This is an optimization exercise on Yosys and OpenROAD, whose aim is small area, a short achievable clock period and few clock cycles, not a production implementation. The RTL was checked by simulation tests, not by an equivalence proof against the original design. Power figures rest on the tool's default switching activity, not on a simulated workload.

`flow/run.sh`:
```
#!/bin/bash
# synth_recipe.tcl (not shown) runs the flow's synth.tcl, then flattens the netlist and writes it again
# the make line also repeats each setting of config.mk as NAME=value (left out here)
make -C /OpenROAD-flow-scripts/flow DESIGN_CONFIG=/design/flow/config.mk WORK_HOME=/design/flow/orfs CLKGATE_MAP_FILE= SYNTH_SCRIPT=/design/flow/synth_recipe.tcl finish
```
`flow/design.v`:
```
`timescale 1ns/1ps
package cpu_pkg;
	localparam int WORD_W = 16;
	localparam int REG_ADDR_W = 3;
	localparam int NUM_REGS = 8;
	localparam int OPC_W = 5;
	localparam int SHAMT_W = 4;
	localparam int APB_ADDR_W = 8;
	localparam logic [APB_ADDR_W-1:0] CTRL_ADDR = 8'hff;  
	localparam int OPC_HI = 15;
	localparam int OPC_LO = 11;
	localparam int RS_HI = 10;
	localparam int RS_LO = 8;
	localparam int RD_HI = 7;
	localparam int RD_LO = 5;
	localparam int SH_HI = 4;
	localparam int SH_LO = 1;
	localparam logic [OPC_W-1:0] NOP = 5'd0;
	localparam logic [OPC_W-1:0] MOV = 5'd1;
	localparam logic [OPC_W-1:0] ADD = 5'd2;
	localparam logic [OPC_W-1:0] SUB = 5'd3;
	localparam logic [OPC_W-1:0] AND = 5'd4;
	localparam logic [OPC_W-1:0] OR  = 5'd5;
	localparam logic [OPC_W-1:0] NOT = 5'd6;
	localparam logic [OPC_W-1:0] INC = 5'd7;
	localparam logic [OPC_W-1:0] SHL = 5'd8;
	localparam logic [OPC_W-1:0] SHR = 5'd9;
	localparam logic [OPC_W-1:0] LDM = 5'd10;  
	localparam logic [OPC_W-1:0] IN  = 5'd11;
	localparam logic [OPC_W-1:0] OUT = 5'd12;
	localparam logic [OPC_W-1:0] HLT = 5'd13;
	localparam int DEC_W = OPC_W + 2 * REG_ADDR_W + SHAMT_W + 3 * WORD_W;
	localparam int EXEC_W = 1 + REG_ADDR_W + WORD_W + 1;
	localparam int C_MOV = 0;
	localparam int C_SUB = 1;
	localparam int C_INC = 2;
	localparam int C_AND = 3;
	localparam int C_OR = 4;
	localparam int C_SHL = 5;
	localparam int C_SHR = 6;
	localparam int C_LDM = 7;
	localparam int C_IN = 8;
	localparam int C_OUT = 9;  
	localparam int C_HLT = 10;  
	localparam int C_ARITH = 11;  
	localparam int C_LOGIC = 12;  
	localparam int C_ALU = 13;  
	localparam int C_WE = 14;  
	localparam int C_OFWD = 15;  
	localparam int NCTL = 16;
	localparam int C_SH = NCTL;  
	localparam int C_RD = NCTL + SHAMT_W;  
	localparam int C_RS = C_RD + NUM_REGS;  
	localparam int C_ORS = C_RS + NUM_REGS;  
	localparam int CTL_W = C_ORS + NUM_REGS;
endpackage
`timescale 1ns/1ps
import cpu_pkg::*;
module register_file (
	input logic clk,
	input logic reset,
	input logic wb_we,
	input logic [cpu_pkg::NUM_REGS-1:0] wb_sel,
	input logic [cpu_pkg::WORD_W-1:0] wb_wdata,
	input logic [cpu_pkg::NUM_REGS-1:0] rs_sel,
	input logic [cpu_pkg::NUM_REGS-1:0] rd_sel,
	input logic [cpu_pkg::NUM_REGS-1:0] os_sel,
	output logic [cpu_pkg::WORD_W-1:0] rs_data,
	output logic [cpu_pkg::WORD_W-1:0] rd_data,
	output logic [cpu_pkg::WORD_W-1:0] os_data
);
	logic [WORD_W-1:0] regs [NUM_REGS];
	logic [NUM_REGS-1:0] valid;
	always_ff @(posedge clk) begin
		for (int i = 0; i < NUM_REGS; i++) begin
			if (wb_we && wb_sel[i]) begin
				regs[i] <= wb_wdata;
			end
		end
	end
	always_ff @(posedge clk) begin
		if (reset) begin
			valid <= '0;
		end else if (wb_we) begin
			valid <= valid | wb_sel;
		end
	end
	always_comb begin
		rs_data = '0;
		rd_data = '0;
		os_data = '0;
		for (int i = 0; i < NUM_REGS; i++) begin
			rs_data = rs_data | ({WORD_W{rs_sel[i] & valid[i]}} & regs[i]);
			rd_data = rd_data | ({WORD_W{rd_sel[i] & valid[i]}} & regs[i]);
			os_data = os_data | ({WORD_W{os_sel[i] & valid[i]}} & regs[i]);
		end
	end
endmodule
`timescale 1ns/1ps
import cpu_pkg::*;
module fetch_decode (
	input logic clk,
	input logic go,  
	input logic xv,  
	input logic [cpu_pkg::WORD_W-1:0] pwdata,
	input logic [5:0] apb_word,
	input logic apb_write,  
	output logic apb_at_tap,  
	output logic [cpu_pkg::WORD_W-1:0] tap_word,
	output logic [cpu_pkg::CTL_W-1:0] bnd,
	output logic [cpu_pkg::WORD_W-1:0] bnd_imm,
	output logic d_hlt
);
	localparam int NPOS = 32;
	logic [NPOS*WORD_W-1:0] ring_e;
	logic [NPOS*WORD_W-1:0] ring_o;
	logic [4:0] u;
	logic [4:0] u_dec;
	logic [4:0] apb_pos;
	logic [1:0] tap;
	logic [3:0] wr_e;
	logic [3:0] wr_o;
	always_ff @(posedge clk) begin
		apb_pos <= apb_word[5:1] + u_dec;
	end
	assign apb_at_tap = (apb_pos[2:0] == 3'd1);
	assign tap = apb_pos[4:3];
	always_comb begin
		case (tap)
			2'd0: tap_word = apb_word[0] ? ring_o[1*WORD_W +: WORD_W] : ring_e[1*WORD_W +: WORD_W];
			2'd1: tap_word = apb_word[0] ? ring_o[9*WORD_W +: WORD_W] : ring_e[9*WORD_W +: WORD_W];
			2'd2: tap_word = apb_word[0] ? ring_o[17*WORD_W +: WORD_W] : ring_e[17*WORD_W +: WORD_W];
			default: tap_word = apb_word[0] ? ring_o[25*WORD_W +: WORD_W] : ring_e[25*WORD_W +: WORD_W];
		endcase
	end
	for (genvar j = 0; j < 4; j++) begin : g_wr
		assign wr_e[j] = apb_write & (tap == j) & ~apb_word[0];
		assign wr_o[j] = apb_write & (tap == j) & apb_word[0];
	end
	always_ff @(posedge clk) begin
		u <= u_dec;
	end
	assign u_dec = u - 1'b1;
	for (genvar i = 0; i < NPOS; i++) begin : g_ring
		if (i % 8 == 0) begin : g_tap
			always_ff @(posedge clk) begin
				ring_e[i*WORD_W +: WORD_W] <= wr_e[i/8] ? pwdata : ring_e[((i+1)%NPOS)*WORD_W +: WORD_W];
				ring_o[i*WORD_W +: WORD_W] <= wr_o[i/8] ? pwdata : ring_o[((i+1)%NPOS)*WORD_W +: WORD_W];
			end
		end else begin : g_plain
			always_ff @(posedge clk) begin
				ring_e[i*WORD_W +: WORD_W] <= ring_e[((i+1)%NPOS)*WORD_W +: WORD_W];
				ring_o[i*WORD_W +: WORD_W] <= ring_o[((i+1)%NPOS)*WORD_W +: WORD_W];
			end
		end
	end
	logic [6:0] fk;
	logic [4:0] pos;
	logic [WORD_W-1:0] f_e;
	logic [WORD_W-1:0] f_o;
	logic [NPOS-1:0] pos_oh;
	logic [WORD_W-1:0] r_e;
	logic [WORD_W-1:0] r_o;
	assign pos_oh = (fk[6:5] != 2'b00) ? '0 : (NPOS'(1) << pos);
	always_comb begin
		r_e = '0;
		r_o = '0;
		for (int i = 0; i < NPOS; i++) begin
			r_e = r_e | ({WORD_W{pos_oh[i]}} & ring_e[i*WORD_W +: WORD_W]);
			r_o = r_o | ({WORD_W{pos_oh[i]}} & ring_o[i*WORD_W +: WORD_W]);
		end
	end
	assign f_e = r_e;
	assign f_o = r_o;
	logic [WORD_W-1:0] q [4];
	logic [2:0] cnt;
	logic tog;
	localparam int DW = 5 + NCTL + SHAMT_W + 2 * NUM_REGS + 2 * REG_ADDR_W;
	logic [DW-1:0] dv0, dv1;
	word_decode u_dec0 (.w(q[0]), .dv(dv0));
	word_decode u_dec1 (.w(q[1]), .dv(dv1));
	logic d0_ldm, d0_nop, d0_out, d0_hlt, d0_oth;
	logic d1_ldm, d1_nop, d1_out, d1_hlt, d1_oth;
	logic [NCTL-1:0] d0_c, d1_c;
	logic [SHAMT_W-1:0] d0_sh, d1_sh;
	logic [NUM_REGS-1:0] d0_rd, d1_rd, d0_rs, d1_rs;
	logic [REG_ADDR_W-1:0] d0_rd_a, d1_rd_a, d0_rs_a, d1_rs_a;
	assign {d0_ldm, d0_nop, d0_out, d0_hlt, d0_oth, d0_c, d0_sh, d0_rd, d0_rs, d0_rd_a, d0_rs_a} = dv0;
	assign {d1_ldm, d1_nop, d1_out, d1_hlt, d1_oth, d1_c, d1_sh, d1_rd, d1_rs, d1_rd_a, d1_rs_a} = dv1;
	assign d_hlt = d0_hlt;
	logic a_from0;  
	logic a_from1;  
	logic o_from0;
	logic o_from1;
	logic two;  
	assign a_from0 = d0_oth | d0_ldm;
	assign a_from1 = (d0_nop | d0_out) & d1_oth;
	assign o_from0 = d0_out;
	assign o_from1 = (d0_nop | d0_oth) & d1_out;
	assign two = d0_ldm | (d0_nop & (d1_nop | d1_out | d1_oth))
		| (d0_out & (d1_nop | d1_oth)) | (d0_oth & (d1_nop | d1_out));
	logic [NCTL-1:0] c_b;
	always_comb begin
		c_b = a_from1 ? d1_c : (a_from0 ? d0_c : '0);
		c_b[C_OUT] = o_from0 | o_from1;
		c_b[C_HLT] = d0_hlt;
		c_b[C_OFWD] = d0_oth & o_from1 & (d1_rs_a == d0_rd_a);
	end
	assign bnd = {o_from0 ? d0_rs : d1_rs,
		a_from1 ? d1_rs : d0_rs,
		a_from1 ? d1_rd : d0_rd,
		a_from1 ? d1_sh : d0_sh,
		c_b};
	assign bnd_imm = q[1];
	logic c3;  
	logic c4;  
	logic [WORD_W-1:0] n1 [4];  
	logic [WORD_W-1:0] n2 [4];  
	logic [WORD_W-1:0] q2s;
	logic [WORD_W-1:0] q3s;
	assign q2s = tog ? f_e : q[2];
	assign q3s = tog ? f_o : q[3];
	assign c3 = cnt[2] | (cnt[1] & cnt[0]);
	assign c4 = cnt[2];
	assign n1[0] = q[1];
	assign n1[1] = c3 ? q2s : f_e;
	assign n1[2] = c4 ? q3s : (c3 ? f_e : f_o);
	assign n1[3] = f_o;
	assign n2[0] = c3 ? q2s : f_e;
	assign n2[1] = c4 ? q3s : (c3 ? f_e : f_o);
	assign n2[2] = c4 ? f_e : f_o;
	assign n2[3] = f_o;
	always_ff @(posedge clk) begin
		if (!go) begin
			cnt <= 3'd4;
			if (!tog) begin
				q[0] <= f_e;
				q[1] <= f_o;
			end else begin
				q[2] <= f_e;
				q[3] <= f_o;
			end
			if (tog || apb_write) begin
				tog <= 1'b0;
				fk <= 7'd0;
				pos <= u_dec;  
			end else begin
				tog <= 1'b1;
				fk <= 7'd1;
				pos <= u;  
			end
		end else begin
			for (int j = 0; j < 4; j++) begin
				q[j] <= two ? n2[j] : n1[j];
			end
			tog <= 1'b0;
			if (!xv) begin
				cnt <= two ? 3'd2 : 3'd3;
				fk <= 7'd2;
				pos <= u + 1'b1;
			end else if (two || !c4) begin
				cnt <= two ? cnt : cnt + 1'b1;
				fk <= fk + 1'b1;
			end else begin
				cnt <= 3'd3;
				pos <= pos - 1'b1;
			end
		end
	end
endmodule
module word_decode (
	input logic [cpu_pkg::WORD_W-1:0] w,
	output logic [5+cpu_pkg::NCTL+cpu_pkg::SHAMT_W+2*cpu_pkg::NUM_REGS+2*cpu_pkg::REG_ADDR_W-1:0] dv
);
	logic [OPC_W-1:0] op;
	logic [NCTL-1:0] c;
	logic ldm, nop, out, hlt, oth;
	assign op = w[OPC_HI:OPC_LO];
	always_comb begin
		c = '0;
		c[C_MOV] = (op == MOV);
		c[C_SUB] = (op == SUB);
		c[C_INC] = (op == INC);
		c[C_AND] = (op == AND);
		c[C_OR] = (op == OR);
		c[C_SHL] = (op == SHL);
		c[C_SHR] = (op == SHR);
		c[C_LDM] = (op == LDM);
		c[C_IN] = (op == IN);
		c[C_ARITH] = (op == ADD) | (op == SUB) | (op == INC);
		c[C_LOGIC] = (op == AND) | (op == OR) | (op == NOT);
		c[C_ALU] = c[C_ARITH] | c[C_LOGIC] | c[C_SHL] | c[C_SHR];
		c[C_WE] = c[C_ALU] | c[C_MOV] | c[C_LDM] | c[C_IN];
	end
	assign ldm = (op == LDM);
	assign out = (op == OUT);
	assign hlt = (op == HLT);
	assign nop = (op == NOP) | (op >= 5'd14);
	assign oth = c[C_WE] & ~ldm;
	assign dv = {ldm, nop, out, hlt, oth, c, w[SH_HI:SH_LO],
		NUM_REGS'(1) << w[RD_HI:RD_LO], NUM_REGS'(1) << w[RS_HI:RS_LO],
		w[RD_HI:RD_LO], w[RS_HI:RS_LO]};
endmodule
`timescale 1ns/1ps
module stage_reg #(
	parameter int WIDTH = 1
) (
	input logic clk,
	input logic reset,
	input logic [WIDTH-1:0] in_data,
	input logic in_valid,
	output logic [WIDTH-1:0] out_data,
	output logic out_valid
);
	always_ff @(posedge clk) begin
		if (reset) begin
			out_data <= '0;
			out_valid <= 1'b0;
		end else begin
			out_data <= in_data;
			out_valid <= in_valid;  
		end
	end
endmodule
`timescale 1ns/1ps
import cpu_pkg::*;
module execute_unit (
	input logic clk,
	input logic reset,
	input logic xv,
	input logic [cpu_pkg::CTL_W-1:0] bnd,  
	input logic [cpu_pkg::WORD_W-1:0] bnd_imm,
	output logic x_hlt,  
	input logic [cpu_pkg::WORD_W-1:0] in_value,
	output logic [cpu_pkg::WORD_W-1:0] out_value,
	output logic out_valid,
	output logic [2:0] flags  
);
	logic [CTL_W-1:0] ctl;  
	logic [WORD_W-1:0] imm;
	logic [WORD_W-1:0] s;  
	logic [WORD_W-1:0] d;  
	logic [WORD_W-1:0] o_s;  
	logic [WORD_W-1:0] result;
	logic x_we;
	logic [WORD_W-1:0] rd_s, rd_d, rd_o;
	register_file u_regs (
		.clk(clk),
		.reset(reset),
		.wb_we(x_we),
		.wb_sel(ctl[C_RD +: NUM_REGS]),
		.wb_wdata(result),
		.rs_sel(bnd[C_RS +: NUM_REGS]),
		.rd_sel(bnd[C_RD +: NUM_REGS]),
		.os_sel(bnd[C_ORS +: NUM_REGS]),
		.rs_data(rd_s),
		.rd_data(rd_d),
		.os_data(rd_o)
	);
	logic hit_s, hit_d, hit_o;
	assign hit_s = x_we & |(bnd[C_RS +: NUM_REGS] & ctl[C_RD +: NUM_REGS]);
	assign hit_d = x_we & |(bnd[C_RD +: NUM_REGS] & ctl[C_RD +: NUM_REGS]);
	assign hit_o = x_we & |(bnd[C_ORS +: NUM_REGS] & ctl[C_RD +: NUM_REGS]);
	always_ff @(posedge clk) begin
		ctl <= bnd;
		imm <= bnd_imm;
		s <= hit_s ? result : rd_s;
		d <= hit_d ? result : rd_d;
		o_s <= hit_o ? result : rd_o;
	end
	logic [SHAMT_W-1:0] sh;
	logic is_mov, is_sub, is_and, is_or, is_inc, is_shl, is_shr;
	logic is_ldm, is_in, is_out;
	logic is_arith, is_logic, we, alu_op;
	assign sh = ctl[C_SH +: SHAMT_W];
	assign is_mov = ctl[C_MOV];
	assign is_sub = ctl[C_SUB];
	assign is_inc = ctl[C_INC];
	assign is_and = ctl[C_AND];
	assign is_or = ctl[C_OR];
	assign is_shl = ctl[C_SHL];
	assign is_shr = ctl[C_SHR];
	assign is_ldm = ctl[C_LDM];
	assign is_in = ctl[C_IN];
	assign is_out = ctl[C_OUT];
	assign is_arith = ctl[C_ARITH];
	assign is_logic = ctl[C_LOGIC];
	assign alu_op = ctl[C_ALU];
	assign we = ctl[C_WE];
	assign x_we = xv & we;
	assign x_hlt = ctl[C_HLT];
	logic [WORD_W-1:0] a_in;
	logic [WORD_W-1:0] b_in;
	logic cin;
	logic [WORD_W:0] sum;
	logic [WORD_W-1:0] kill;
	logic z_arith;
	logic c_arith;
	assign a_in = is_inc ? '0 : d;
	assign b_in = is_sub ? ~s : s;
	assign cin = is_sub | is_inc;
	logic [WORD_W:0] gk [6];
	logic [WORD_W:0] pk [6];
	always_comb begin
		gk[0] = {a_in & b_in, cin};
		pk[0] = {a_in ^ b_in, 1'b0};
		for (int l = 0; l < 5; l++) begin
			for (int i = 0; i <= WORD_W; i++) begin
				if (i >= (1 << l)) begin
					gk[l+1][i] = gk[l][i] | (pk[l][i] & gk[l][i-(1<<l)]);
					pk[l+1][i] = pk[l][i] & pk[l][i-(1<<l)];
				end else begin
					gk[l+1][i] = gk[l][i];
					pk[l+1][i] = pk[l][i];
				end
			end
		end
	end
	assign sum = {gk[5][WORD_W], (a_in ^ b_in) ^ gk[5][WORD_W-1:0]};
	assign c_arith = sum[WORD_W] ^ is_sub;
	assign kill = {a_in[WORD_W-2:0] | b_in[WORD_W-2:0], cin};
	assign z_arith = ((a_in ^ b_in) == kill);
	logic [WORD_W-1:0] lg;
	assign lg = is_and ? (d & s) : is_or ? (d | s) : ~s;
	logic [WORD_W:0] shl_w;
	logic [WORD_W:0] shr_w;
	logic [WORD_W-1:0] lo_or;  
	logic [WORD_W-1:0] hi_or;  
	logic z_shl;
	logic z_shr;
	assign shl_w = {1'b0, s} << sh;
	assign shr_w = {s, 1'b0} >> sh;
	always_comb begin
		lo_or[0] = s[0];
		for (int k = 1; k < WORD_W; k++) begin
			lo_or[k] = lo_or[k-1] | s[k];
		end
		hi_or[WORD_W-1] = s[WORD_W-1];
		for (int k = WORD_W - 2; k >= 0; k--) begin
			hi_or[k] = hi_or[k+1] | s[k];
		end
	end
	assign z_shl = ~lo_or[4'(WORD_W - 1) - sh];
	assign z_shr = ~hi_or[sh];
	logic [WORD_W-1:0] other;
	always_comb begin
		other = ({WORD_W{is_logic}} & lg)
			| ({WORD_W{is_shl}} & shl_w[WORD_W-1:0])
			| ({WORD_W{is_shr}} & shr_w[WORD_W:1])
			| ({WORD_W{is_mov}} & s)
			| ({WORD_W{is_ldm}} & imm)
			| ({WORD_W{is_in}} & in_value);
	end
	assign result = is_arith ? sum[WORD_W-1:0] : other;
	logic z_new;
	logic c_new;
	always_comb begin
		if (is_arith) begin
			z_new = z_arith;
			c_new = c_arith;
		end else if (is_shl) begin
			z_new = z_shl;
			c_new = shl_w[WORD_W];
		end else if (is_shr) begin
			z_new = z_shr;
			c_new = shr_w[0];
		end else begin
			z_new = ~|lg;
			c_new = flags[0];
		end
	end
	always_ff @(posedge clk) begin
		if (reset) begin
			flags <= '0;
		end else if (xv && alu_op) begin
			flags <= {z_new, result[WORD_W-1], c_new};
		end
	end
	always_ff @(posedge clk) begin
		if (reset) begin
			out_valid <= 1'b0;
		end else begin
			out_valid <= xv & is_out;
		end
		out_value <= ctl[C_OFWD] ? result : o_s;
	end
endmodule
`timescale 1ns/1ps
import cpu_pkg::*;
module cpu_top #(
	parameter int IMEM_DEPTH = 64
) (
	input logic clk,
	input logic reset,
	input logic psel,
	input logic penable,
	input logic pwrite,
	input logic [7:0] paddr,
	input logic [15:0] pwdata,
	output logic [15:0] prdata,
	output logic pready,
	output logic pslverr,
	input logic [15:0] in_value,
	output logic [15:0] out_value,
	output logic out_valid,
	output logic [2:0] flags  
);
	logic running;
	logic halted;
	logic start_q;  
	logic xv;  
	logic halt_now;
	logic go;  
	logic [CTL_W-1:0] bnd;  
	logic [WORD_W-1:0] bnd_imm;
	logic d_hlt;  
	logic [WORD_W-1:0] tap_word;
	logic apb_at_tap;
	logic ctrl_sel;
	logic imem_sel;
	logic rdy;  
	logic err_q;
	logic [WORD_W-1:0] rdata_q;
	logic capture;
	logic cap_err;
	logic mem_wr;
	logic start_d;
	logic running_d;
	logic halted_d;
	assign ctrl_sel = (paddr == CTRL_ADDR);
	assign imem_sel = (paddr[7:6] == 2'b00);
	assign cap_err = ~ctrl_sel & (~imem_sel | (pwrite & running));
	assign capture = psel & ~rdy & (ctrl_sel | cap_err | (penable & apb_at_tap));
	assign mem_wr = capture & imem_sel & pwrite & ~cap_err;
	assign start_d = capture & ctrl_sel & pwrite & pwdata[0] & ~running & ~reset;
	always_ff @(posedge clk) begin
		if (reset) begin
			rdy <= 1'b0;
			err_q <= 1'b0;
			start_q <= 1'b0;
		end else begin
			rdy <= capture;
			err_q <= cap_err;
			start_q <= start_d;
		end
	end
	always_ff @(posedge clk) begin
		rdata_q <= ctrl_sel ? {{(WORD_W-2){1'b0}}, halted_d, running_d} : tap_word;
	end
	assign pready = rdy;
	assign pslverr = err_q;
	assign prdata = rdata_q;
	logic x_hlt;
	assign xv = start_q | running;
	assign halt_now = xv & (d_hlt | x_hlt);
	assign go = ~reset & (start_d | (xv & ~halt_now));
	always_comb begin
		running_d = running;
		halted_d = halted;
		if (reset) begin
			running_d = 1'b0;
			halted_d = 1'b0;
		end else if (xv) begin
			running_d = ~halt_now;
			halted_d = halt_now;
		end
	end
	always_ff @(posedge clk) begin
		running <= running_d;
		halted <= halted_d;
	end
	fetch_decode u_fetch (
		.clk(clk),
		.go(go),
		.xv(xv),
		.pwdata(pwdata),
		.apb_word(paddr[5:0]),
		.apb_write(mem_wr),
		.apb_at_tap(apb_at_tap),
		.tap_word(tap_word),
		.bnd(bnd),
		.bnd_imm(bnd_imm),
		.d_hlt(d_hlt)
	);
	execute_unit u_exec (
		.clk(clk),
		.reset(reset),
		.xv(xv),
		.bnd(bnd),
		.bnd_imm(bnd_imm),
		.x_hlt(x_hlt),
		.in_value(in_value),
		.out_value(out_value),
		.out_valid(out_valid),
		.flags(flags)
	);
endmodule
```
`flow/config.mk`:
```
export PLATFORM = sky130hd
export DESIGN_NAME = cpu_top
export DESIGN_NICKNAME = cpu_top
export VERILOG_FILES = /design/flow/design.v
export SDC_FILE = /design/flow/constraint.sdc
export NUM_CORES = 4
export LEC_CHECK = 0
export CAP_MARGIN = 20
export CORE_MARGIN = 2
export CORE_UTILIZATION = 62
export SETUP_SLACK_MARGIN = 4.7
export SLEW_MARGIN = 20
```
`flow/constraint.sdc`:
```
create_clock -name core_clock -period 8.0 [get_ports {clk}]
set_input_delay 1.6000 -clock core_clock [delete_from_list [all_inputs] [get_ports {clk}]]
set_output_delay 1.6000 -clock core_clock [all_outputs]
set_load 0.01 [all_outputs]
```
==> results of run 1 <==
[metrics by stage]
step / util / hold WS (ns) / power [mW] / instance area, um2
6_report: 0.741 / 0.334 / 16.2 / 60600
5_1_grt: 0.741 / 0.341 / 16.5 / 60600
4_1_cts: 0.721 / 0.329 / 15.9 / 59000
3_5_place_dp: 0.642 / 0.331 / 9.32 / 52600
3_3_place_gp: 0.642 / 0.326 / 9.31 / 52600
2_1_floorplan: - / 0.323 / 8.73 / 51300
[layout by cell type, fill, tap and decap left out, drive strengths merged, types with 118 or more instances in the layout]
master,netlist,final
nor2,204,206
edfxtp,171,171
clkbuf,219,205
dfxtp,1211,1211
nand4,195,195
a22oi,232,232
a21oi,118,118
nand3,670,670
mux2,184,184
buf,166,237
[power by group through the flow]
stage | Sequential, mW | Clock, mW | Combinational [mW]
after global placement | 7.69 | 0 | 1.62
after global routing | 7.55 | 6.80 | 2.20
after CTS | 7.53 | 6.50 | 1.86
final | 7.54 | 6.50 | 2.12
after detailed placement | 7.69 | 0 | 1.63
after floorplan | 7.56 | 0 | 1.17
[routing by layer]
metal / vias to the layer above / part of all wire / track usage
met5: - / 0.000069 / 0
met4: 2 / 0.089 / 0.305
met3: 932 / 0.12 / 0.0950
met2: 3375 / 0.44 / 0.654
met1: 20100 / 0.35 / 0.517
li1: 17800 / - / -
[timing repair]
item / CTS / global route
hold buffers: 0 / 0
pin swaps: 31 / 61
setup buffers: 74 / 72
resized for setup: 174 / 173
setup endpoints to repair: 413 / 235
endpoints found under the hold margin: 0 / 0
cloned: 35 / 16
[cells by family after synthesis]
group,Yosys count
xor gates and xnor gates,66
AOI/OAI and AO/OA,890
adders and majority gates,47
and+or+nand+nor,1482
buffers and inverters,478
muxes,335
DFF,1382
[worst reg2reg max path: cells and delay by family, from the launching register on]
| family | cells | cell delay, ns |
|---|---|---|
| buf+inv | 3 | 0.86 |
| simple gates | 5 | 1.66 |
| compound gates | 3 | 0.43 |
| flops | 1 | 0.52 |
[state kept, by name (all words and copies together), names as in the netlist, 3 cells and up]
name	flops
u_fetch.ring_e	512
u_fetch.ring_o	512
u_exec.u_regs.regs	128
u_fetch.q	63
u_exec.ctl	28
rdata_q	16
u_exec.d	16
u_exec.imm	16
u_exec.o_s	16
u_exec.out_value	16
u_exec.s	16
u_exec.u_regs.valid	8
u_fetch.fk	7
u_fetch.apb_pos	5
u_fetch.pos	5
u_fetch.u	5
u_exec.flags	3
u_fetch.cnt	3
[area by class of cell]
type | count | area, um2 | area share
flip-flops and latches | 1382 | 29400 | 0.485
multi-input cells | 2832 | 21000 | 0.346
repair buffers | 340 | 3940 | 0.0649
clock buffers | 190 | 3910 | 0.0645
well taps | 1070 | 1340 | 0.0221
clock inverters | 47 | 682 | 0.0112
inverters | 93 | 363 | 0.00598
diodes | 5 | 12.5 | 0.000206
repair inverters | 1 | 5.00 | 0.0000825
[worst min path at each step]
stage                        start                   to  slack (ns)
4_1_cts        u_fetch.ring_e[271]  u_fetch.ring_e[255]        0.33
2_1_floorplan  u_fetch.ring_e[204]  u_fetch.ring_e[188]        0.32
5_1_grt        u_fetch.ring_o[315]  u_fetch.ring_o[299]        0.34
3_3_place_gp    u_fetch.ring_o[70]   u_fetch.ring_o[54]        0.33
6_report        u_fetch.ring_e[62]   u_fetch.ring_e[46]        0.33
3_5_place_dp    u_fetch.ring_o[38]   u_fetch.ring_o[22]        0.33
==> impl_results.md, run 1 <==
- Synth Area in XOR/XNOR: 0.0113
- Layout area overhead: 18.8%
- Net switching fraction of the power: 0.271
- Fmax: 275 MHz
- Yosys warning count: 14
- Worst Hold Class: register to register
- Initial Utilization: 0.624
- Max Slew Vio Count: 0
- Hold Crit Depth: 0
- Most frequently used flop master after synthesis: dfxtp_1
- Ys async rst share: 0
- Gp weighted congestion: 0.972
- Main combinational cell family by area after synthesis: simple AND/OR/NAND/NOR gates
- Post-synth top cells: 1211 x dfxtp_1, 669 x nand3_1, 232 x a22oi_1, 218 x clkbuf_1, 204 x nor2_1
- Peak VDD IR: 0.240 mV
- Vias/cell: 7.07
- LEAKAGE: 23.4 nW
- Core ar.: 81800 um2
- Max incr delay on CP: 1.12 ns
- Die area: 84600 um2
- GRT Overall Usage: 0.421
- Fin crit period: 3.63 ns
- Non-filler cells, final: 5960
- 1st-pass router iterations: 9
- First-pass GRT wire length: 264000 um
- Setup Viol. Count Final: 0
- Die Ht: 291 um
- Clk Latency, worst-skew pair: 0.76 ns
- Flop-to-flop setup slack: 4.37 ns
- Power Density: 266 nW/um2
- Post-synthesis mux area share: 0.0800
- Num CTS Buffers: 134
- Post-DP HPWL: 99000 um
- CP cell instances: buf_6, nor4bb_4, clkbuf_16, nand3_1, nand4_1, nor4_1, nand4_1, buf_4, a22oi_1, a21oi_1, o22a_1
- Fill cells: 5518
- CP Depth: 11
- Crit-path most repeated cell: nand4_1
- Synth Area in Compound Gates: 0.130
- Setup_tns: 0 ns
- CP max-delay cell: nor4bb_4
- Gr ovfl total: 0
- Final Hold Violating Endpoints: 0
- Yosys reg bits: 1382
- Fin crit share: 0.454
- CP Class: register to register
- DR WL/cell: 31.6 um
- Critical R2R Capture: u_fetch.q[1][0]
- Synth top area cells: dfxtp_1 47%, edfxtp_1 10%, nand3_1 6.6%
- Most common cell in the netlist: dfxtp_1
- Slew @ Worst Pin: 1.34 ns
- Share of layout cells above drive strength 1: 0.193
- Arrival time at the worst endpoint: 4.21 ns
- Post-route ant nets: 0
- DR iter-0 viols: 5745
- Critical path's top delay family: simple AND/OR/NAND/NOR gates
- CP startpoint: u_fetch.fk[6]
- Net switching power figure: 4.37 mW
- Max-Slew Margin vs Limit: 0.104
- DP Worst Slack: 2.84 ns
- Vias after detailed routing: 42200
- Simple-Gate Fraction of Synth Area: 0.153
- Clock transition at path regs: 0.06 ns
- Maximum net fanout on the critical path: 32
- Nets: 4876
- Final setup margin: 4.37 ns
- Synth area leader: dfxtp_1
- Clk root buf: clkbuf_16
- Clock share of power: 0.402
- # clock sinks: 1382
- Initial antenna violation count: 5
- Status: complete, no violations
- Logic pwr share: 0.131
- Largest net degree at the start of global routing: 65
- Worst Setup End Kind: register
- Sequential share of power: 0.467
- Area share of fa/ha/maj cells after synthesis: 0.0118
- Post-synth EDFFs: 171
- Placed Cells: 5519
- Routed WL: 189000 um
- CTS H-Tree Depth: 4
- Deepest clock path buffer count: 3
- Synth Cell Area: 51000 um2
- Synth top area share: 0.475
- RSZ-0062 raised after global routing: true
- Cell row count: 105
- Synthesized area per cell: 10.9 um2
- CTS tree: done
- Clock Skew: 0.0444 ns
- WP buf/inv: 3
- Syn Inst Count: 4680
- Startpoint Class: register
- Worst Setup EP: u_fetch.q[1][0]
- WP data required: 8.58 ns
- Max_cap viols: 0
- Die X: 291 um
- Syn Nets: 4772
- Distinct cells, synth: 93
- Worst r2r src: u_fetch.fk[6]
- PortBufs: 82
- # IOs: 83
- Number of global-route vias before repair: 40100
- Internal Pwr Total: 11.8 mW
- Seq/Total Area, Yosys: 0.576
- R2R depth: 11
- Detailed-route DRC error count: 0
Testbench counts, summed over its fixed seeds: cycles 7,164.
==> run 2: changes to the inputs <==
--- a/flow/design.v
+++ b/flow/design.v
@@ -422,31 +422,31 @@
 	assign z_arith = ((a_in ^ b_in) == kill);
 	logic [WORD_W-1:0] lg;
 	assign lg = is_and ? (d & s) : is_or ? (d | s) : ~s;
-	logic [WORD_W:0] shl_w;
-	logic [WORD_W:0] shr_w;
+	logic [WORD_W-1:0] sx;  
+	logic [WORD_W:0] shw;  
+	logic [WORD_W-1:0] sh_res;
 	logic [WORD_W-1:0] lo_or;  
-	logic [WORD_W-1:0] hi_or;  
-	logic z_shl;
-	logic z_shr;
-	assign shl_w = {1'b0, s} << sh;
-	assign shr_w = {s, 1'b0} >> sh;
+	logic z_sh;
 	always_comb begin
-		lo_or[0] = s[0];
-		for (int k = 1; k < WORD_W; k++) begin
-			lo_or[k] = lo_or[k-1] | s[k];
+		for (int k = 0; k < WORD_W; k++) begin
+			sx[k] = is_shr ? s[WORD_W-1-k] : s[k];
 		end
-		hi_or[WORD_W-1] = s[WORD_W-1];
-		for (int k = WORD_W - 2; k >= 0; k--) begin
-			hi_or[k] = hi_or[k+1] | s[k];
+	end
+	assign shw = {1'b0, sx} << sh;
+	always_comb begin
+		for (int k = 0; k < WORD_W; k++) begin
+			sh_res[k] = is_shr ? shw[WORD_W-1-k] : shw[k];
+		end
+		lo_or[0] = sx[0];
+		for (int k = 1; k < WORD_W; k++) begin
+			lo_or[k] = lo_or[k-1] | sx[k];
 		end
 	end
-	assign z_shl = ~lo_or[4'(WORD_W - 1) - sh];
-	assign z_shr = ~hi_or[sh];
+	assign z_sh = ~lo_or[4'(WORD_W - 1) - sh];
 	logic [WORD_W-1:0] other;
 	always_comb begin
 		other = ({WORD_W{is_logic}} & lg)
-			| ({WORD_W{is_shl}} & shl_w[WORD_W-1:0])
-			| ({WORD_W{is_shr}} & shr_w[WORD_W:1])
+			| ({WORD_W{is_shl | is_shr}} & sh_res)
 			| ({WORD_W{is_mov}} & s)
 			| ({WORD_W{is_ldm}} & imm)
 			| ({WORD_W{is_in}} & in_value);
@@ -458,12 +458,9 @@
 		if (is_arith) begin
 			z_new = z_arith;
 			c_new = c_arith;
-		end else if (is_shl) begin
-			z_new = z_shl;
-			c_new = shl_w[WORD_W];
-		end else if (is_shr) begin
-			z_new = z_shr;
-			c_new = shr_w[0];
+		end else if (is_shl | is_shr) begin
+			z_new = z_sh;
+			c_new = shw[WORD_W];
 		end else begin
 			z_new = ~|lg;
 			c_new = flags[0];
--- a/flow/config.mk
+++ b/flow/config.mk
@@ -8,5 +8,7 @@
 export CAP_MARGIN = 20
 export CORE_MARGIN = 2
 export CORE_UTILIZATION = 62
+export CTS_CLUSTER_DIAMETER = 80
+export CTS_CLUSTER_SIZE = 20
 export SETUP_SLACK_MARGIN = 4.7
 export SLEW_MARGIN = 20
==> run 2 against run 1 <==
Synthesized cell count is 12% lower. Sequential power hardly changed. Design area is 3.4% lower. Via count is 6.3% lower. Clock skew is 0.0096 ns higher. Register-to-register slack better by 0.15 ns. First-iteration DRC count is 1.6% higher. Critical path type unchanged. Sequential share of layout area is 1.7 points higher. Count of clock-buffer cells in the layout is 96 lower. Highest routed layer unchanged. Combinational power is 17% lower. Still clean. Worst setup slack better by 0.15 ns.
==> impl_results.md, run 2 <==
- Post-route cell area: 58600 um2
- Share of layout cells above drive strength 1: 0.231
- Routed WL: 189000 um
- Post-synth top cells: 1211 x dfxtp_1, 535 x a22oi_1, 196 x clkbuf_1, 186 x mux2_2, 171 x edfxtp_1
- Max incr delay on CP: 0.62 ns
- GRT Overall Usage: 0.428
- Seq/Total Area, Yosys: 0.590
- # IOs: 83
- CP Class: register to register
- Most common cell in the netlist: dfxtp_1
- FF/Latch Area: 29400 um2
- Initial antenna violation count: 8
- PortBufs: 82
- Fill cells: 5162
- Arrival time at the worst endpoint: 3.88 ns
- Ys async rst share: 0
- Syn Inst Count: 4140
- Initial Utilization: 0.628
- Num CTS Buffers: 80
- Synth top area share: 0.487
- Slew @ Worst Pin: 1.17 ns
- Gp weighted congestion: 0.924
- CP cell instances: buf_6, ha_1, nor4b_4, and2_2, buf_8, a22oi_2, nand4_1, or4_4, mux2_4, a21oi_2, a221oi_1
- Worst Hold Class: register to register
- Die X: 287 um
- Largest net degree at the start of global routing: 47
- Deepest clock path buffer count: 3
- Clock transition at path regs: 0.09 ns
- Critical path's top delay family: simple AND/OR/NAND/NOR gates
- Maximum net fanout on the critical path: 32
- Clk root buf: clkbuf_16
- Layout area overhead: 17.7%
- Max Slew Vio Count: 0
- Post-synth EDFFs: 171
- Post-DP HPWL: 103000 um
- Fin crit share: 0.435
- Peak VDD IR: 0.196 mV
- Setup Viol. Count Final: 0
- Vias/cell: 7.36
- Final Hold Violating Endpoints: 0
- DR WL/cell: 35.3 um
- Flop-to-flop setup slack: 4.52 ns
- # clock sinks: 1382
- LEAKAGE: 22.6 nW
- Nets: 4381
- CTS tree: done
- DP Area: 51100 um2
- Fin crit period: 3.48 ns
- Synth area leader: dfxtp_1
- Max_cap viols: 0
- Fmax: 288 MHz
- Status: complete, no violations
- Yosys reg bits: 1382
- Detailed-route DRC error count: 0
- Max-Slew Margin vs Limit: 0.220
- Syn Nets: 4232
- Die area: 82600 um2
- Most common cell after layout, fill and taps aside: dfxtp_1
- Total power: 13.5 mW
- Distinct cells, synth: 97
- Post-route ant nets: 0
- CP max-delay cell: or4_4
- Vias after detailed routing: 39500
- Core ar.: 79300 um2
- Startpoint Class: register
- Final Core Density: 0.739
- Clock Skew: 0.0540 ns
- Die Ht: 287 um
- Biggest regs: u_fetch.ring_e (512), u_fetch.ring_o (512), u_exec.u_regs.regs (128)
- Synthesized area per cell: 12.0 um2
- Most frequent cells in the layout: 1187 x dfxtp_1, 483 x a22oi_1, 171 x edfxtp_1
- 1st-pass router iterations: 8
- DR iter-0 viols: 5838
- Final hold slack: 0.336 ns
- WP data required: 8.41 ns
- DP Worst Slack: 3.38 ns
- Clk Latency, worst-skew pair: 0.69 ns
- Number of global-route vias before repair: 38100
- Multi-input combinational cell area: 20600 um2
- Synth Cell Area: 49800 um2
- RSZ-0062 raised after global routing: true
- Final setup margin: 4.52 ns
- Placed Cells: 5019
- Cell row count: 103
- Synth top area cells: dfxtp_1 49%, edfxtp_1 10%, a22oi_1 8.1%
- Setup_tns: 0 ns
- Power Density: 230 nW/um2
- Most frequently used flop master after synthesis: dfxtp_1
- CTS H-Tree Depth: 3
- Worst Setup End Kind: register
- Yosys warning count: 14
- Non-filler cells, final: 5365
- Gr ovfl total: 0
- WP buf/inv: 2
- First-pass GRT wire length: 259000 um
run 2: per-layer routing:
| metal | track usage | part of all wire |
|---|---|---|
| met2 | 0.679 | 0.44 |
| met3 | 0.0966 | 0.12 |
| met4 | 0.317 | 0.096 |
| met1 | 0.512 | 0.34 |
| met5 | 0 | 0.00013 |
run 2: report_power, final:
part | internal [mW] | switching [mW]
combinational | 0.656 | 1.09
clock | 1.87 | 2.32
sequential | 7.30 | 0.250
run 2: kinds of logic (layout without fill, tap and decap cells):
family                   Yosys count  count (layout)  share of synthesized area
XOR/XNOR                          66              66                     0.0116
buffers and inverters            412             578                     0.0378
AO/OA/AOI/OAI                   1070            1070                      0.164
flip-flops                      1382            1382                      0.590
adder cells (fa/ha/maj)           47              47                     0.0121
AND/OR/NAND/NOR                  795             802                     0.0938
multiplexers                     368             368                     0.0907
other                              0               2                          0
run 2: final timing paths:
check | from | endpoint | cells after the start
max | u_fetch.pos[0] | u_fetch.q[1][6] | 11
min | u_fetch.ring_e[171] | u_fetch.ring_e[155] | 0
max reg2reg | u_fetch.pos[0] | u_fetch.q[1][6] | 11
min reg2reg | u_fetch.ring_e[171] | u_fetch.ring_e[155] | 0
run 2: final cells by class:
| type | count | area share |
|---|---|---|
| antenna | 2 | 0.0000854 |
| clock buffer | 94 | 0.0352 |
| clock inverter | 12 | 0.00357 |
| inverter | 89 | 0.00587 |
| multi-input combinational | 2353 | 0.352 |
| sequential | 1382 | 0.502 |
| tap | 1050 | 0.0224 |
| timing repair buffer | 383 | 0.0786 |
run 2: what timing repair did:
action,4_1_cts,5_1_grt
hold buffers,0,0
endpoints found under the setup margin,422,276
endpoints found under the hold margin,0,0
gates cloned,20,17
pin swaps,50,109
setup buffers,110,90
resized for setup,317,249
Testbench counts of run 2, summed over its fixed seeds: cycles 7,164.
==> run 3: changes to the inputs <==
--- a/flow/design.v
+++ b/flow/design.v
@@ -105,6 +105,7 @@
 	input logic [cpu_pkg::WORD_W-1:0] pwdata,
 	input logic [5:0] apb_word,
 	input logic apb_write,  
+	input logic refill,  
 	output logic apb_at_tap,  
 	output logic [cpu_pkg::WORD_W-1:0] tap_word,
 	output logic [cpu_pkg::CTL_W-1:0] bnd,
@@ -117,25 +118,27 @@
 	logic [4:0] u;
 	logic [4:0] u_dec;
 	logic [4:0] apb_pos;
+	logic apb_bank;  
 	logic [1:0] tap;
 	logic [3:0] wr_e;
 	logic [3:0] wr_o;
 	always_ff @(posedge clk) begin
 		apb_pos <= apb_word[5:1] + u_dec;
+		apb_bank <= apb_word[0];
 	end
 	assign apb_at_tap = (apb_pos[2:0] == 3'd1);
 	assign tap = apb_pos[4:3];
 	always_comb begin
 		case (tap)
-			2'd0: tap_word = apb_word[0] ? ring_o[1*WORD_W +: WORD_W] : ring_e[1*WORD_W +: WORD_W];
-			2'd1: tap_word = apb_word[0] ? ring_o[9*WORD_W +: WORD_W] : ring_e[9*WORD_W +: WORD_W];
-			2'd2: tap_word = apb_word[0] ? ring_o[17*WORD_W +: WORD_W] : ring_e[17*WORD_W +: WORD_W];
-			default: tap_word = apb_word[0] ? ring_o[25*WORD_W +: WORD_W] : ring_e[25*WORD_W +: WORD_W];
+			2'd0: tap_word = apb_bank ? ring_o[1*WORD_W +: WORD_W] : ring_e[1*WORD_W +: WORD_W];
+			2'd1: tap_word = apb_bank ? ring_o[9*WORD_W +: WORD_W] : ring_e[9*WORD_W +: WORD_W];
+			2'd2: tap_word = apb_bank ? ring_o[17*WORD_W +: WORD_W] : ring_e[17*WORD_W +: WORD_W];
+			default: tap_word = apb_bank ? ring_o[25*WORD_W +: WORD_W] : ring_e[25*WORD_W +: WORD_W];
 		endcase
 	end
 	for (genvar j = 0; j < 4; j++) begin : g_wr
-		assign wr_e[j] = apb_write & (tap == j) & ~apb_word[0];
-		assign wr_o[j] = apb_write & (tap == j) & apb_word[0];
+		assign wr_e[j] = apb_write & (tap == j) & ~apb_bank;
+		assign wr_o[j] = apb_write & (tap == j) & apb_bank;
 	end
 	always_ff @(posedge clk) begin
 		u <= u_dec;
@@ -158,10 +161,16 @@
 	logic [4:0] pos;
 	logic [WORD_W-1:0] f_e;
 	logic [WORD_W-1:0] f_o;
+	logic [6:0] fk_n;
+	logic [4:0] pos_n;
 	logic [NPOS-1:0] pos_oh;
 	logic [WORD_W-1:0] r_e;
 	logic [WORD_W-1:0] r_o;
-	assign pos_oh = (fk[6:5] != 2'b00) ? '0 : (NPOS'(1) << pos);
+	always_ff @(posedge clk) begin
+		fk <= fk_n;
+		pos <= pos_n;
+		pos_oh <= (fk_n[6:5] != 2'b00) ? '0 : (NPOS'(1) << pos_n);
+	end
 	always_comb begin
 		r_e = '0;
 		r_o = '0;
@@ -230,6 +239,26 @@
 	assign n2[1] = c4 ? q3s : (c3 ? f_e : f_o);
 	assign n2[2] = c4 ? f_e : f_o;
 	assign n2[3] = f_o;
+	always_comb begin
+		if (!go) begin
+			if (tog || refill) begin
+				fk_n = 7'd0;
+				pos_n = u_dec;  
+			end else begin
+				fk_n = 7'd1;
+				pos_n = u;  
+			end
+		end else if (!xv) begin
+			fk_n = 7'd2;  
+			pos_n = u + 1'b1;
+		end else if (two || !c4) begin
+			fk_n = fk + 1'b1;
+			pos_n = pos;
+		end else begin
+			fk_n = fk;
+			pos_n = pos - 1'b1;
+		end
+	end
 	always_ff @(posedge clk) begin
 		if (!go) begin
 			cnt <= 3'd4;
@@ -240,15 +269,7 @@
 				q[2] <= f_e;
 				q[3] <= f_o;
 			end
-			if (tog || apb_write) begin
-				tog <= 1'b0;
-				fk <= 7'd0;
-				pos <= u_dec;  
-			end else begin
-				tog <= 1'b1;
-				fk <= 7'd1;
-				pos <= u;  
-			end
+			tog <= ~tog & ~refill;
 		end else begin
 			for (int j = 0; j < 4; j++) begin
 				q[j] <= two ? n2[j] : n1[j];
@@ -256,14 +277,10 @@
 			tog <= 1'b0;
 			if (!xv) begin
 				cnt <= two ? 3'd2 : 3'd3;
-				fk <= 7'd2;
-				pos <= u + 1'b1;
 			end else if (two || !c4) begin
 				cnt <= two ? cnt : cnt + 1'b1;
-				fk <= fk + 1'b1;
 			end else begin
 				cnt <= 3'd3;
-				pos <= pos - 1'b1;
 			end
 		end
 	end
@@ -527,21 +544,38 @@
 	assign ctrl_sel = (paddr == CTRL_ADDR);
 	assign imem_sel = (paddr[7:6] == 2'b00);
 	assign cap_err = ~ctrl_sel & (~imem_sel | (pwrite & running));
-	assign capture = psel & ~rdy & (ctrl_sel | cap_err | (penable & apb_at_tap));
-	assign mem_wr = capture & imem_sel & pwrite & ~cap_err;
+	logic acc_q;  
+	logic memw_q;  
+	logic memr_q;  
+	logic cap_mem;
+	assign cap_mem = acc_q & ~rdy & apb_at_tap & ((memw_q & ~running) | memr_q);
+	assign capture = (psel & ~rdy & (ctrl_sel | cap_err)) | cap_mem;
+	assign mem_wr = cap_mem & memw_q;
 	assign start_d = capture & ctrl_sel & pwrite & pwdata[0] & ~running & ~reset;
+	logic stale;  
+	logic late_q;  
+	logic start_now;
+	assign start_now = start_d & ~stale;
 	always_ff @(posedge clk) begin
 		if (reset) begin
 			rdy <= 1'b0;
 			err_q <= 1'b0;
 			start_q <= 1'b0;
+			late_q <= 1'b0;
+			acc_q <= 1'b0;
 		end else begin
+			acc_q <= psel & ~(penable & rdy);
 			rdy <= capture;
 			err_q <= cap_err;
-			start_q <= start_d;
+			start_q <= start_now;
+			late_q <= start_d & stale;
 		end
 	end
 	always_ff @(posedge clk) begin
+		memw_q <= pwrite & imem_sel;
+		memr_q <= ~pwrite & imem_sel;
+	end
+	always_ff @(posedge clk) begin
 		rdata_q <= ctrl_sel ? {{(WORD_W-2){1'b0}}, halted_d, running_d} : tap_word;
 	end
 	assign pready = rdy;
@@ -550,7 +584,7 @@
 	logic x_hlt;
 	assign xv = start_q | running;
 	assign halt_now = xv & (d_hlt | x_hlt);
-	assign go = ~reset & (start_d | (xv & ~halt_now));
+	assign go = ~reset & (start_now | late_q | (xv & ~halt_now));
 	always_comb begin
 		running_d = running;
 		halted_d = halted;
@@ -560,9 +594,13 @@
 		end else if (xv) begin
 			running_d = ~halt_now;
 			halted_d = halt_now;
+		end else if (late_q) begin
+			running_d = 1'b1;
+			halted_d = 1'b0;
 		end
 	end
 	always_ff @(posedge clk) begin
+		stale <= reset;
 		running <= running_d;
 		halted <= halted_d;
 	end
@@ -573,6 +611,7 @@
 		.pwdata(pwdata),
 		.apb_word(paddr[5:0]),
 		.apb_write(mem_wr),
+		.refill(mem_wr | reset | halt_now),
 		.apb_at_tap(apb_at_tap),
 		.tap_word(tap_word),
 		.bnd(bnd),
--- a/flow/config.mk
+++ b/flow/config.mk
@@ -10,5 +10,5 @@
 export CORE_UTILIZATION = 62
 export CTS_CLUSTER_DIAMETER = 80
 export CTS_CLUSTER_SIZE = 20
-export SETUP_SLACK_MARGIN = 4.7
+export SETUP_SLACK_MARGIN = 4.9
 export SLEW_MARGIN = 20
==> run 3 against run 2 <==
Critical path depth unchanged. Wire length down 11%. Worst hold slack got worse by 0.023 ns. Synthesized area hardly changed. Die area barely moved. Design area shrank 2.7%. Synthesized cell count fell by 1.0%. Via count decreased by 4.3%. Sequential share of layout area increased by 2.7 points. Largest cell class unchanged. Highest routed layer is now met4.
==> impl_results.md, run 3 <==
- Status: complete, no violations
- Largest net degree at the start of global routing: 83
- Placed Cells: 5008
- WP data required: 8.60 ns
- Initial Utilization: 0.628
- Synth Cell Area: 49800 um2
- Vias after detailed routing: 37800
- Most common cell after layout, fill and taps aside: dfxtp_1
- Share of layout cells above drive strength 1: 0.207
- LEAKAGE: 21.8 nW
- Number of global-route vias before repair: 37200
- Cell row count: 103
- Gr ovfl total: 0
- DR WL/cell: 31.7 um
- Final Hold Violating Endpoints: 0
- Yosys warning count: 14
- Core ar.: 79300 um2
- Max incr delay on CP: 0.60 ns
- Post-route ant nets: 0
- Fmax: 285 MHz
- Max Slew Vio Count: 0
- Synth top area share: 0.505
- Max-Slew Margin vs Limit: 0.201
- Distinct cells, synth: 90
- Syn Nets: 4186
- # IOs: 83
- CP max-delay cell: or4b_4
- Arrival time at the worst endpoint: 4.11 ns
- Yosys reg bits: 1420
- Peak VDD IR: 0.279 mV
- Post-DP HPWL: 93900 um
- Post-synth EDFFs: 164
- Fill cells: 5439
- Setup_tns: 0 ns
- Non-filler cells, final: 5303
- Detailed-route DRC error count: 0
- Startpoint Class: primary input
- Nets: 4312
- Most frequent cells in the layout: 1200 x dfxtp_1, 463 x a22oi_1, 202 x mux2_2
- Seq/Total Area, Yosys: 0.604
- DR iter-0 viols: 5266
- Power Density: 217 nW/um2
- Syn Inst Count: 4098
- Clock Skew: 0.0544 ns
- Layout area overhead: 14.5%
- Deepest clock path buffer count: 3
- Routed WL: 168000 um
- GRT Overall Usage: 0.395
- Gp weighted congestion: 0.947
- First-pass GRT wire length: 242000 um
- 1st-pass router iterations: 12
- Initial antenna violation count: 2
- Slew @ Worst Pin: 1.20 ns
- Setup Viol. Count Final: 0
- Maximum net fanout on the critical path: 5
- Num CTS Buffers: 82
- Most frequently used flop master after synthesis: dfxtp_1
- RSZ-0062 raised after global routing: true
- Multi-input combinational cell area: 19500 um2
- Max_cap viols: 0
- Synth area leader: dfxtp_1
- Most common cell in the netlist: dfxtp_1
- CTS H-Tree Depth: 3
- Worst Hold Class: register to register
- Fin crit period: 3.51 ns
- Die area: 82500 um2
- CTS tree: done
- Synth top area cells: dfxtp_1 51%, edfxtp_1 9.9%, a22oi_1 7.0%
- Vias/cell: 7.13
- CP cell instances: buf_8, a211oi_4, or4b_4, a211oi_4, buf_4, o211ai_1, buf_4, o221a_4, o22ai_4, nand4_1, nor2_1
- Post-synth top cells: 1256 x dfxtp_1, 463 x a22oi_1, 240 x clkbuf_1, 227 x mux2_2, 177 x a22o_1
- Ys async rst share: 0
- Worst Setup End Kind: register
- Biggest regs: u_fetch.ring_e (512), u_fetch.ring_o (512), u_exec.u_regs.regs (128)
- Clock transition at path regs: 0.08 ns
- Die Ht: 287 um
- Die X: 287 um
- Clk root buf: clkbuf_16
- Synthesized area per cell: 12.1 um2
- # clock sinks: 1420
- PortBufs: 82
- FF/Latch Area: 30200 um2
- Clk Latency, worst-skew pair: 0.68 ns
- Fin crit share: 0.438
- CP Class: primary input to register
[run 3: changes by cell type in the layout (fill, tap and decap cells not counted), sizes merged, moves of 45 or more]
cell / change
a2111oi: -45
a221oi: +85
a22o: +69
a22oi: -72
and3: -157
dfxtp: +45
mux2: +45
[run 3: kinds of logic after synthesis]
logic type	share of synthesized area
buffers and inverters	0.0294
flip-flops	0.604
adder cells (fa/ha/maj)	0.0111
XOR/XNOR	0.0113
AND/OR/NAND/NOR	0.0730
multiplexers	0.0978
AO/OA/AOI/OAI	0.173
[run 3: stage by stage]
stage	power [mW]	util	setup slack, ns	hold WS (ns)	area [um2]
finish	12.4	0.719	4.49	0.313	57000
global route	12.7	0.719	4.41	0.321	57000
CTS	12.3	0.703	4.59	0.317	55700
detailed placement	8.10	0.649	2.53	0.337	51400
global placement	8.08	0.649	2.59	0.331	51400
floorplan	7.88	-	4.27	0.323	49900
[run 3: routing by layer]
| layer | up-vias | GRT usage | share of wire | wire length, um |
|---|---|---|---|---|
| li1 | 15800 | - | - | - |
| met2 | 2722 | 0.629 | 0.46 | 77200 |
| met4 | 0 | 0.215 | 0.061 | 10300 |
| met3 | 713 | 0.0807 | 0.10 | 17400 |
| met5 | - | 0 | 0 | 0 |
| met1 | 18600 | 0.507 | 0.38 | 63500 |
[run 3: path summary, 6_finish.rpt]
| kind | from | end | slack, ns | depth (start not counted) |
|---|---|---|---|---|
| setup reg to reg | u_fetch.q[0][14] | u_exec.d[4] | 4.74 | 13 |
| hold reg to reg | u_fetch.ring_e[459] | u_fetch.ring_e[443] | 0.31 | 0 |
| setup / recovery | pwrite | u_fetch.pos_oh[5] | 4.49 | 11 |
| hold / removal | u_fetch.ring_e[459] | u_fetch.ring_e[443] | 0.31 | 0 |
[run 3: worst max-delay path, delay by kind of cell]
family / cells / cell delay [ns]
simple gates: 3 / 0.99
buf+inv: 3 / 0.47
compound gates: 5 / 1.04
[run 3: repair_timing]
action,in CTS,in global routing
setup buffers,102,54
hold buffers,0,0
pin swaps,53,65
cloned,17,8
hold endpoints to repair,0,0
setup endpoints to repair,388,303
gates resized for setup,293,148
[run 3: layout make-up]
class | count | share of cell area
flip-flops and latches | 1420 | 0.529
multi-input cells | 2313 | 0.343
repair buffers | 320 | 0.0569
clock buffers | 102 | 0.0382
well taps | 1050 | 0.0231
inverters | 85 | 0.00597
clock inverters | 9 | 0.00334
repair inverters | 2 | 0.000241
diodes | 2 | 0.0000878
[run 3: report_power, final]
group	switching [mW]	internal, mW	leakage, nW
logic	0.442	0.271	8.93
registers	0.0825	7.29	11.8
clock network	2.34	1.95	1.15
total	2.86	9.52	21.8
Testbench counts of run 3, summed over its fixed seeds: cycles 7,164.
==> run 4: changes to the inputs <==
--- a/flow/config.mk
+++ b/flow/config.mk
@@ -7,7 +7,7 @@
 export LEC_CHECK = 0
 export CAP_MARGIN = 20
 export CORE_MARGIN = 2
-export CORE_UTILIZATION = 62
+export CORE_UTILIZATION = 67
 export CTS_CLUSTER_DIAMETER = 80
 export CTS_CLUSTER_SIZE = 20
 export SETUP_SLACK_MARGIN = 4.9
==> run 4 against run 3 <==
Still clean on timing, DRC and antenna. First-iteration DRC count up 21%. Via count up 2.4%. Synthesized area unchanged. Non-clock buffer count up 25. Design area up 0.76%. Worst hold slack better by 0.014 ns. Clock power down 1%. Critical path type unchanged. Critical endpoint is now u_fetch.pos_oh[19].
==> impl_results.md, run 4 <==
- Setup_tns: 0 ns
- Detailed-route DRC error count: 0
- DR iter-0 viols: 6379
- Vias after detailed routing: 38700
- Sequential share of power: 0.598
- CP max-delay cell: or4b_4
- Max-Slew Margin vs Limit: 0.212
- Most common cell in the netlist: dfxtp_1
- Ys async rst share: 0
- Die X: 277 um
- FF/Latch Area: 30200 um2
- Gp weighted congestion: 0.962
- Yosys warning count: 14
- Yosys reg bits: 1420
- Power Density: 215 nW/um2
- LEAKAGE: 22.0 nW
- Initial Utilization: 0.680
- CP Class: primary input to register
- Max Slew Vio Count: 0
- # IOs: 83
- Biggest regs: u_fetch.ring_e (512), u_fetch.ring_o (512), u_exec.u_regs.regs (128)
- Worst Hold Class: register to register
- Startpoint Class: primary input
- Top layer in use: met4
- Synth top area share: 0.505
- Internal Pwr Total: 9.47 mW
- Clk Latency, worst-skew pair: 0.67 ns
- Largest net degree at the start of global routing: 83
- Syn Inst Count: 4098
- Post-synth EDFFs: 164
- PortBufs: 82
- First-pass GRT wire length: 240000 um
- Synth top area cells: dfxtp_1 51%, edfxtp_1 9.9%, a22oi_1 7.0%
- Logic pwr share: 0.058
- WP data required: 8.60 ns
- Crit-path most repeated cell: a211oi_4
- Max_cap viols: 0
- Synth Cell Area: 49800 um2
- # clock sinks: 1420
- Met1 WL: 60900 um
- Maximum net fanout on the critical path: 6
- Fmax: 288 MHz
- GRT Overall Usage: 0.416
- Most frequently used flop master after synthesis: dfxtp_1
- Met2 WL: 75700 um
- CP cell instances: buf_8, a211oi_4, or4b_4, a211oi_4, o211ai_1, o221a_4, a2bb2oi_4, buf_6, or2_4, nor2_1
- Slew @ Worst Pin: 1.18 ns
- Distinct cells, synth: 90
- Share of layout cells above drive strength 1: 0.216
- Clk root buf: clkbuf_16
- Placed Cells: 4920
- Synth area leader: dfxtp_1
- Net switching fraction of the power: 0.232
- Critical path's top delay family: compound AO/OA/AOI/OAI gates
- Routed WL: 169000 um
- Gr ovfl total: 0
- Post-DP HPWL: 91500 um
- Max incr delay on CP: 0.56 ns
- Non-filler cells, final: 5242
- Fill cells: 4351
- Worst Setup End Kind: register
- Clock share of power: 0.344
- Layout area overhead: 15.4%
- Fin crit share: 0.433
- Final Hold Violating Endpoints: 0
- Post-route ant nets: 0
- Net switching power figure: 2.86 mW
- Initial antenna violation count: 3
- Die area: 76500 um2
- Clock Skew: 0.0340 ns
- Vias/cell: 7.39
- Peak VDD IR: 0.250 mV
- Fin crit period: 3.47 ns
- Arrival time at the worst endpoint: 4.07 ns
- Nets: 4340
- Clock transition at path regs: 0.08 ns
- Num CTS Buffers: 82
- Core ar.: 73200 um2
- Setup Viol. Count Final: 0
- Number of global-route vias before repair: 37800
- Multi-input combinational cell area: 19800 um2
- CTS tree: done
- CTS hold repair buffers: 0
- CTS H-Tree Depth: 3
- Syn Nets: 4186
- Synthesized area per cell: 12.1 um2
- WP buf/inv: 2
- Met3 wire len: 20500 um
- Seq/Total Area, Yosys: 0.604
- Most common cell after layout, fill and taps aside: dfxtp_1
- Cell row count: 99
- 1st-pass router iterations: 9
- Die Ht: 277 um
- Post-synth top cells: 1256 x dfxtp_1, 463 x a22oi_1, 240 x clkbuf_1, 227 x mux2_2, 177 x a22o_1
- DR WL/cell: 32.3 um
- Deepest clock path buffer count: 3
- Most frequent cells in the layout: 1204 x dfxtp_1, 463 x a22oi_1, 203 x mux2_2
- RSZ-0062 raised after global routing: true
- Status: complete, no violations
## run 4: cell counts after synthesis
No cell type changed its count.
## run 4: path summary, 6_finish.rpt
path                       start                   to  slack (ns)  depth (start not counted)
max                       pwrite   u_fetch.pos_oh[19]        4.53                         10
min          u_fetch.ring_o[195]  u_fetch.ring_o[179]        0.33                          0
max reg2reg     u_fetch.q[0][13]          u_exec.d[0]        4.60                         16
min reg2reg  u_fetch.ring_o[195]  u_fetch.ring_o[179]        0.33                          0
## run 4: what timing repair did
action | 4_1_cts | 5_1_grt
setup buffers | 106 | 68
gates resized for setup | 314 | 213
pin swaps | 64 | 92
cloned | 18 | 15
setup endpoints to repair | 372 | 289
## run 4: logic make-up after synthesis
kind of cell             count (synthesis)  synth area share
XOR/XNOR                                64            0.0113
AO/OA/AOI/OAI                         1128             0.173
multiplexers                           392            0.0978
flip-flops                            1420             0.604
AND/OR/NAND/NOR                        680            0.0730
buffers and inverters                  371            0.0294
adder cells (fa/ha/maj)                 43            0.0111
## run 4: power groups by stage
| stage | clock [mW] | sequential (mW) | combinational (mW) |
|---|---|---|---|
| after global placement | 0 | 7.54 | 0.535 |
| after detailed placement | 0 | 7.55 | 0.546 |
| final | 4.24 | 7.37 | 0.720 |
| after CTS | 4.22 | 7.37 | 0.625 |
| after global routing | 4.48 | 7.38 | 0.748 |
| after floorplan | 0 | 7.49 | 0.382 |
## run 4: per-stage QoR
stage	area (um2)	setup slack, ns	utilization	hold WS [ns]	total power, mW
3_3_place_gp	51300	2.57	0.701	0.333	8.08
5_1_grt	57400	4.47	0.784	0.330	12.6
6_report	57400	4.53	0.784	0.326	12.3
3_5_place_dp	51300	2.51	0.701	0.336	8.09
4_1_cts	55600	4.63	0.760	0.330	12.2
2_1_floorplan	49900	4.27	-	0.323	7.88
## run 4: worst register-to-register path, delay by kind of cell, from the launching register on
family,cells,cell delay [ns]
muxes,1,0.19
AOI/OAI and AO/OA,4,1.05
DFF,1,0.43
and+or+nand+nor,2,0.34
buffers and inverters,9,1.28
## run 4: layer usage
layer | vias up | global-route usage
met5 | - | 0
met4 | 0 | 0.253
met3 | 862 | 0.0912
met2 | 3249 | 0.650
met1 | 18800 | 0.532
li1 | 15800 | -
## run 4: layout make-up
cell class	instances	area share
diodes	2	0.0000871
clock buffers	103	0.0371
clock inverters	10	0.00283
inverters	85	0.00577
multi-input cells	2318	0.345
flip-flops and latches	1420	0.525
well taps	959	0.0209
repair buffers	345	0.0628

==> port drivers added, routing unchanged <==
The flow's constraints put no driver on any port. The routed layouts listed below were extracted and timed again, unchanged, in two steps.
Step 1 sets driving cells, clkbuf_16 on the clock port and buf_2 on the other inputs (assumed; they add their load-dependent delay and slew).
Step 2 adds t to the input delays and takes it off the output delays; t is the mean of the earliest and latest rising clock arrival at the registers after step 1. Input paths then give back, and output paths get back, about the clock's delay inside the block.
Three values: ideal, step 1, step 2; two values: the first two.
run	shift t [ns]	setup slack, ns	worst setup path at the end	worst register clock-pin slew, ns
run 1	0.808	4.369 / 4.369 / 3.891	input to register	0.07 / 0.07
run 2	0.730	4.523 / 4.523 / 4.039	input to register	0.09 / 0.09
run 3	0.726	4.494 / 4.508 / 3.783	input to register	0.09 / 0.09
run 4	0.728	4.533 / 4.537 / 3.810	input to register	0.09 / 0.09
After both steps every run listed still meets setup and hold. For run 4, which loses most, drivers alone change the setup slack by +0.004 ns; drivers and shift together by -0.723 ns.
